This design comes from an exercise in tuning for small area on the open sky130 flow, not from production work. Only simulation tests tie the RTL to the original design; equivalence was not proved. No activity file was given, so power comes from the tool's default toggle rates.

## decode_stage
module decode_stage
(
	input  logic                   clk,
	input  logic                   reset,
	input  decode_pkg::instr_t     instr,
	input  decode_pkg::data_t      pc_plus4,
	input  logic                   flush,
	input  logic                   halt,
	input  logic                   reg_write,
	input  decode_pkg::reg_addr_t  write_addr,
	input  decode_pkg::data_t      write_data,
	input  decode_pkg::reg_addr_t  debug_addr,
	output decode_pkg::data_t      ex_pc_plus4,
	output decode_pkg::data_t      ex_imm,
	output decode_pkg::reg_addr_t  ex_rs,
	output decode_pkg::reg_addr_t  ex_rt,
	output decode_pkg::reg_addr_t  ex_rd,
	output decode_pkg::reg_addr_t  ex_shamt,
	output decode_pkg::exec_ctrl_t ex_exec,
	output decode_pkg::mem_ctrl_t  ex_mem,
	output decode_pkg::wb_ctrl_t   ex_wb,
	output decode_pkg::data_t      ex_rs_data,
	output decode_pkg::data_t      ex_rt_data,
	output logic                   ex_halt,
	output logic                   jump,
	output logic                   jump_reg,
	output decode_pkg::data_t      jump_target,
  ...
Settings: LEC_CHECK=0, CAP_MARGIN=10, CELL_PAD_IN_SITES_DETAIL_PLACEMENT=1, CELL_PAD_IN_SITES_GLOBAL_PLACEMENT=2, CORE_MARGIN=2, CORE_UTILIZATION=30, SETUP_SLACK_MARGIN=0.5, SLEW_MARGIN=10, SYNTH_HIERARCHICAL=1; clock period 10.0 ns.
standard.sh (not shown) runs the stock make flow with config.mk's settings and CLKGATE_MAP_FILE= SYNTH_SCRIPT=/design/flow/synth_recipe.tcl, a recipe that flattens the netlist after the stock synthesis.
==> flow/flow/run.sh <==
#!/bin/bash
# The standard layout (standard.sh: unchanged synthesis, floorplan, power grid
# and tap cells), with these steps changed:
#  - the port buffers are buf_1 cells instead of the resizer's default choice;
#  - before the post-placement repair_design, the buffers that timing-driven
#    placement put on internal nets are removed (pre_resize.tcl), so that
#    repair_design redoes those nets, sizing drivers up where that is enough;
#  - clock tree synthesis uses small leaf buffers over small clusters and no
#    dummy loads.
set -euo pipefail
here=$(pwd)
export BUFFER_PORTS_ARGS="-buffer_cell sky130_fd_sc_hd__buf_1"
export PRE_RESIZE_TCL="$here/flow/pre_resize.tcl"
export CTS_ARGS="-sink_clustering_enable -repair_clock_nets -dont_use_dummy_load -root_buf sky130_fd_sc_hd__clkbuf_16 -buf_list sky130_fd_sc_hd__clkbuf_4 -sink_clustering_size 8 -sink_clustering_max_diameter 40"
bash standard.sh finish > standard_flow.log 2>&1
==> flow/flow/pre_resize.tcl <==
# Runs in ORFS's resize step (3_4), before its repair_design. Timing-driven
# global placement leaves buffers on the high-fanout internal nets; remove
# them (but not the port buffers, named input*/output*) so that
# repair_design fixes those nets again from scratch, sizing up their drivers
# where that is enough.
set place_bufs {}
foreach inst [get_cells place*] {
  if {[get_property [get_lib_cells -of_objects $inst] is_buffer]} {
    lappend place_bufs [get_full_name $inst]
  }
}
puts "pre_resize: removing [llength $place_bufs] placement buffers"
if {[llength $place_bufs] > 0} {
  remove_buffers {*}$place_bufs
}
The first run finished but failed the layout checks on capacitance limit, slew limit.
Next try:
--- a/flow/flow/run.sh
+++ b/flow/flow/run.sh
@@ -14 +14 @@
-export CTS_ARGS="-sink_clustering_enable -repair_clock_nets -dont_use_dummy_load -root_buf sky130_fd_sc_hd__clkbuf_16 -buf_list sky130_fd_sc_hd__clkbuf_4 -sink_clustering_size 8 -sink_clustering_max_diameter 40"
+export CTS_ARGS="-sink_clustering_enable -repair_clock_nets -dont_use_dummy_load -root_buf sky130_fd_sc_hd__clkbuf_16 -buf_list sky130_fd_sc_hd__clkbuf_4 -sink_clustering_size 8 -sink_clustering_max_diameter 50"
Settings changed: CAP_MARGIN 10 to 20, SLEW_MARGIN 10 to 20.
Now the flow went through all stages and came out clean.
Core utilization barely changes.
Flip-flop and latch count does not change.
Combinational power stays flat.
Final cell count drops slightly.
Next try:
Settings changed: CAP_MARGIN 20 to 30, SLEW_MARGIN 20 to 30.
What happened: Cell area rises by 0.41%; final cell count stays flat; via count hardly moves; clock skew falls by 0.028 ns; global-route usage hardly moves; power is about the same; area after synthesis is unchanged; fmax increases by 4.5%; register-to-register slack improves by 0.37 ns.
Next try:
==> flow/flow/run.sh (replaced) <==
#!/bin/bash
# The standard layout (standard.sh, unchanged synthesis, floorplan, power grid
# and tap cells), with two settings changed:
#  - the port buffers are buf_1 cells instead of the resizer's default choice;
#  - clock tree synthesis uses small leaf buffers over small clusters and no
#    dummy loads.
set -euo pipefail
export BUFFER_PORTS_ARGS="-buffer_cell sky130_fd_sc_hd__buf_1"
export CTS_ARGS="-sink_clustering_enable -repair_clock_nets -dont_use_dummy_load -root_buf sky130_fd_sc_hd__clkbuf_16 -buf_list sky130_fd_sc_hd__clkbuf_4 -sink_clustering_size 8 -sink_clustering_max_diameter 50"
bash standard.sh finish > standard_flow.log 2>&1
Settings changed: CAP_MARGIN 30 to 20, SLEW_MARGIN 30 to 20.
removed: flow/flow/pre_resize.tcl
=> Sequential cell count does not change; power is about the same; global-route usage goes up by 0.88 points; via count climbs by 1.7%; sequential share of layout area decreases by 0.22 points; clock skew climbs by 0.041 ns; design area rises by about 0.5%.

Setup of the previous run:
Another version of the RTL of decode_stage (not shown whole).
For scale: about 3900 cells after synthesis, ~1200 flip-flops.
Design decode_stage, start of the top module:
module decode_stage
(
	input  logic                   clk,
	input  logic                   reset,
	input  decode_pkg::instr_t     instr,
	input  decode_pkg::data_t      pc_plus4,
	input  logic                   flush,
	input  logic                   halt,
	input  logic                   reg_write,
	input  decode_pkg::reg_addr_t  write_addr,
	input  decode_pkg::data_t      write_data,
	input  decode_pkg::reg_addr_t  debug_addr,
	output decode_pkg::data_t      ex_pc_plus4,
	output decode_pkg::data_t      ex_imm,
	output decode_pkg::reg_addr_t  ex_rs,
	output decode_pkg::reg_addr_t  ex_rt,
	output decode_pkg::reg_addr_t  ex_rd,
	output decode_pkg::reg_addr_t  ex_shamt,
	output decode_pkg::exec_ctrl_t ex_exec,
	output decode_pkg::mem_ctrl_t  ex_mem,
	output decode_pkg::wb_ctrl_t   ex_wb,
	output decode_pkg::data_t      ex_rs_data,
	output decode_pkg::data_t      ex_rt_data,
	output logic                   ex_halt,
	output logic                   jump,
	output logic                   jump_reg,
	output decode_pkg::data_t      jump_target,
	output decode_pkg::data_t      jump_reg_target,
	output logic                   stall,
	output decode_pkg::data_t      debug_data
);
clock: 10.0 ns
lec_check: 0
cap_margin: 20
cell_pad_in_sites_detail_placement: 1
cell_pad_in_sites_global_placement: 2
core_margin: 2
core_utilization: 30
setup_slack_margin: 0.5
slew_margin: 20
synth_hierarchical: 1
==> flow/flow/run.sh <==
#!/bin/bash
# The standard layout (standard.sh, unchanged synthesis, floorplan, power grid
# and tap cells), with two settings changed:
#  - the port buffers are buf_1 cells instead of the resizer's default choice;
#  - clock tree synthesis uses small leaf buffers over small clusters and no
#    dummy loads.
set -euo pipefail
export BUFFER_PORTS_ARGS="-buffer_cell sky130_fd_sc_hd__buf_1"
export CTS_ARGS="-sink_clustering_enable -repair_clock_nets -dont_use_dummy_load -root_buf sky130_fd_sc_hd__clkbuf_16 -buf_list sky130_fd_sc_hd__clkbuf_4 -sink_clustering_size 8 -sink_clustering_max_diameter 40"
bash standard.sh finish > standard_flow.log 2>&1
The previous run | stages: all done | timing, DRC, antenna: all pass
The following lists how the current run was set up differently from the previous run:
==> flow/run.sh (new file) <==
#!/bin/bash
# synth_recipe.tcl (not shown) runs the flow's synth.tcl, then flattens the netlist and writes it again
# the make line also repeats each setting of config.mk as NAME=value (left out here)
make -C /OpenROAD-flow-scripts/flow DESIGN_CONFIG=/design/flow/config.mk WORK_HOME=/design/flow/orfs CLKGATE_MAP_FILE= SYNTH_SCRIPT=/design/flow/synth_recipe.tcl finish
removed: flow/flow/run.sh
removed: flow/standard.sh
Results
The current run has completed all stages; timing, DRC and antenna checks passed.
On met1 wire length, the current run and the previous run are neck and neck.
Where area of all placed cells without fillers is concerned, the previous run is better than the current run.
Diff the previous run -> the current run: part of the cycle the worst path needs went up, clock network fraction of design power saw an increase, total number of vias did not really move.

[static timing again, ports no longer ideal]
In the flow no input, the clock included, has a driving cell. The finished layouts below were timed again as built, in two steps. Step 1, drivers: a clkbuf_16 drives clk and a buf_2 each remaining input, both assumed. Step 2 adds t to the input delays and takes it off the output delays; t is the mean of the earliest and latest rising clock arrival at the registers after step 1. Input paths then give back, and output paths get back, about the clock's delay inside the block. Three values: ideal ports, drivers, drivers and shift; two values: the first two.
run | t (ns) | setup slack, ns | clock arrival spread, ns | slew at the worst register clock pin (ns)
the first run of note 1 | 0.920 | 2.222 / 2.182 / 2.182 | 0.192 / 0.192 | 0.11 / 0.11
the second run of note 1 | 0.920 | 2.233 / 2.139 / 2.139 | 0.182 / 0.182 | 0.12 / 0.12
the third run of note 1 | 0.920 | 2.571 / 2.531 / 2.531 | 0.154 / 0.153 | 0.11 / 0.11
the fourth run of note 1 | 0.895 | 2.390 / 2.355 / 2.355 | 0.204 / 0.204 | 0.11 / 0.11
the previous run | 0.934 | 2.768 / 2.634 / 2.634 | 0.165 / 0.164 | 0.11 / 0.11
the current run | 0.867 | 1.723 / 1.680 / 1.680 | 0.031 / 0.031 | 0.07 / 0.07
For the previous run, which loses most, drivers alone change the setup slack by -0.134 ns; drivers and shift together by -0.134 ns.
